This is an optimization exercise on Yosys and OpenROAD, whose aim is small area, a short achievable clock period and few clock cycles per item, not a production implementation. In this exercise RTL edits were held to simulation tests only and were not proved equivalent to the original. Power and IR drop assume default switching activity.

Setup of job 5543:
## pi_speed_controller_with_position_core
module pi_speed_controller_with_position_core #(
    parameter int GEAR_MODULUS   = pisc_pkg::GEAR_MODULUS_DEF,
    parameter int INTEGRAL_LIMIT = pisc_pkg::INTEGRAL_LIMIT_DEF
) (
    input  logic                          i_clk,
    input  logic                          i_rst_n,
    input  logic                          i_s_tvalid,
    output logic                          o_s_tready,
    input  logic [pisc_pkg::IN_W-1:0]     i_s_tdata,
    output logic                          o_m_tvalid,
    input  logic                          i_m_tready,
    output logic [pisc_pkg::OUT_W-1:0]    o_m_tdata,
    input  logic                          psel,
    input  logic                          penable,
    input  logic                          pwrite,
    input  logic [pisc_pkg::APB_AW-1:0]   paddr,
    input  logic [pisc_pkg::APB_DW-1:0]   pwdata,
    output logic [pisc_pkg::APB_DW-1:0]   prdata,
    output logic                          pready
);
export LEC_CHECK = 0
export CAP_MARGIN = 20
export CORE_MARGIN = 2
export CORE_UTILIZATION = 60
export SETUP_SLACK_MARGIN = 5.0
export SLEW_MARGIN = 20
create_clock -name core_clock -period 10.0 [get_ports {i_clk}]
standard.sh (not shown) runs the stock make flow with config.mk's settings and CLKGATE_MAP_FILE= SYNTH_SCRIPT=/design/flow/synth_recipe.tcl, a recipe that flattens the netlist after the stock synthesis.
==> flow/flow/run.sh <==
#!/bin/bash
# The standard layout, with plain buf_2 cells as the port buffers (the
# standard flow's buffer_ports picks a slow delay cell for them).
set -euo pipefail
export BUFFER_PORTS_ARGS="-buffer_cell sky130_fd_sc_hd__buf_2"
bash standard.sh > standard.log 2>&1
Job 5543 finished all stages; the layout is clean.
Testbench counts of job 5543, summed over its fixed seeds: cycles 2,080, items 2,048.
--- input diff job 5543..job 1844 ---
Settings: a change of CORE_UTILIZATION from 60 to 70; an added PLACE_DENSITY of 0.75; a change of SETUP_SLACK_MARGIN from 5.0 to 4.0.
==> run notes <==
Cmp job 1844 and job 5543 / final worst slack / higher: job 5543
Comparing job 1844 and job 5543, the higher power spent charging and discharging nets is on job 5543.
Taking job 5543 as the reference point, the clock share of power of job 1844 rises by 0.8 points.
Job 1844 vs. job 5543: data required time of the worst path went down by 0.03 ns.
Between job 5543 and job 1844, the clock group power does not differ in any meaningful way.
Job 1844 and job 5543 ended up with nearly the same minimum hold slack.
Relative max-transition margin sits lower in job 1844 than in job 5543.
Job 1844 against job 5543: global-route usage over all layers rose 5.1 points; cell area after layout shows a reduction of 740 sq um.
diff inputs: job 1844 => job 1070
Settings: CORE_UTILIZATION: 70 -> 60; PLACE_DENSITY: 0.75 -> unset; SETUP_SLACK_MARGIN: 4.0 -> 4.5.
## What came out
- Setup slack: job 1070 more than job 1844
- Relative to job 1844, die area increased by 16% in job 1070.
- Job 1070 vs job 1844: non-clock buffer count up in job 1070
- Higher buffer count from post-CTS setup fixing goes to job 1070 over job 1844.
- In job 1070 the maximum net fanout on the critical path turned out 3 lower than in job 1844.
- Routed wire length delta (job 1070 -> job 1844): insignificant
- Compared with job 1844, in job 1070 number of antenna violations at the first check in global routing grew by 2, clock-pin transition on the worst setup and hold timing paths closely matched the old numbers, sequential fraction of total cell area decreased by 0.25 points relative to the old numbers.


Setup of maple:
Another version of the RTL of pi_speed_controller_with_position_core (not shown whole).
For scale: ~2800 cells after synthesis, about 360 flip-flops, ~250 I/O pins.
==> flow/config.mk <==
export PLATFORM = sky130hd
export DESIGN_NAME = pi_speed_controller_with_position_core
export DESIGN_NICKNAME = pi_speed_controller_with_position_core
export VERILOG_FILES = /design/flow/design.v
export SDC_FILE = /design/flow/constraint.sdc
export NUM_CORES = 4
export LEC_CHECK = 0
export CAP_MARGIN = 20
export CORE_MARGIN = 2
export CORE_UTILIZATION = 60
export CTS_BUF_LIST = sky130_fd_sc_hd__clkbuf_16
export CTS_CLUSTER_DIAMETER = 80
export CTS_CLUSTER_SIZE = 20
export SETUP_SLACK_MARGIN = 5.0
export SLEW_MARGIN = 20
export TNS_END_PERCENT = 20
==> flow/constraint.sdc <==
create_clock -name core_clock -period 10.0 [get_ports {i_clk}]
set_input_delay 2.0000 -clock core_clock [delete_from_list [all_inputs] [get_ports {i_clk}]]
set_output_delay 2.0000 -clock core_clock [all_outputs]
set_load 0.01 [all_outputs]
==> flow/flow/run.sh <==
#!/bin/bash
# The standard layout, with plain buf_1 cells as the port buffers (the
# standard flow's buffer_ports picks a slow delay cell for them).
set -euo pipefail
export BUFFER_PORTS_ARGS="-buffer_cell sky130_fd_sc_hd__buf_1"
bash standard.sh > standard.log 2>&1
Testbench counts of maple, summed over its fixed seeds: cycles 2,080, items 2,048.
The inputs of ember differ from those of maple as listed below.
-- flow/config.mk --
<<< maple, line 8
export CAP_MARGIN = 20
>>> ember, line 8
export CAP_MARGIN = 5
<<< maple, line 15
export SLEW_MARGIN = 20
export TNS_END_PERCENT = 20
>>> ember, line 15
export SLEW_MARGIN = 5
export TNS_END_PERCENT = 0
==> comparison <==
- ember against maple: weighted congestion reported at the end of routability-driven placement went up about 2.6%; worst clock skew now sits at about the same level; cell area power density went up; wire length went up 0.67%.
- Top achievable clock speed ended up 1.5% lower on ember than on maple.
- ember vs. maple: biggest fanout along the worst timing path fell 7; power of the sequential group was more or less identical; proportion of power drawn by the clock network rose 0.4 points.
Edits applied to the flow inputs when going from ember to garnet:
-- flow/config.mk --
<<< ember, line 8
export CAP_MARGIN = 5
>>> garnet, line 8
export CAP_MARGIN = 20
<<< ember, line 15
export SLEW_MARGIN = 5
export TNS_END_PERCENT = 0
>>> garnet, line 15
export SLEW_MARGIN = 20
- On aggregate global-route resource usage, the lower figure sits with ember, not garnet.
- Relative slew slack: garnet better than ember
- [compare] base=ember new=garnet: number of nets still failing antenna checks after routing flat, net switching power up about 0.46%.
- Relative to ember, the final cycle utilization of the critical path of garnet is lower by 0.60 points.
- The post-route minimum period of garnet was superior to that of ember.
- In garnet, number of iterations in the first detailed-routing pass is higher than in ember.

## port drivers added, routing unchanged
Ports are ideal in the flow. The routed layouts listed here were re-timed in OpenROAD.
Step 1 assumes that a clkbuf_16 drives the clock port and a buf_2 every other input.
Step 2 adds t to the input delays and takes it off the output delays; t is the mean of the earliest and latest rising clock arrival at the registers after step 1. Input paths then give back, and output paths get back, about the clock's delay inside the block.
Three values: ideal, step 1, step 2; two values: the first two.
| run | shift t [ns] | slack for setup (ns) | worst setup path at the end |
|---|---|---|---|
| job 5543 | 0.637 | 4.943 / 4.943 / 4.632 | input to register |
| job 1844 | 0.629 | 4.369 / 4.352 / 4.224 | input to register |
| job 1070 | 0.647 | 4.616 / 4.616 / 4.388 | input to register |
| maple | 0.633 | 5.102 / 5.077 / 4.671 | input to register |
| ember | 0.635 | 5.025 / 4.991 / 4.674 | input to register |
| garnet | 0.621 | 5.086 / 5.061 / 4.782 | input to register |
After both steps setup and hold are still met in every run listed. The setup slack of maple, which loses most, moves by -0.025 ns with the drivers and by -0.431 ns with both steps.
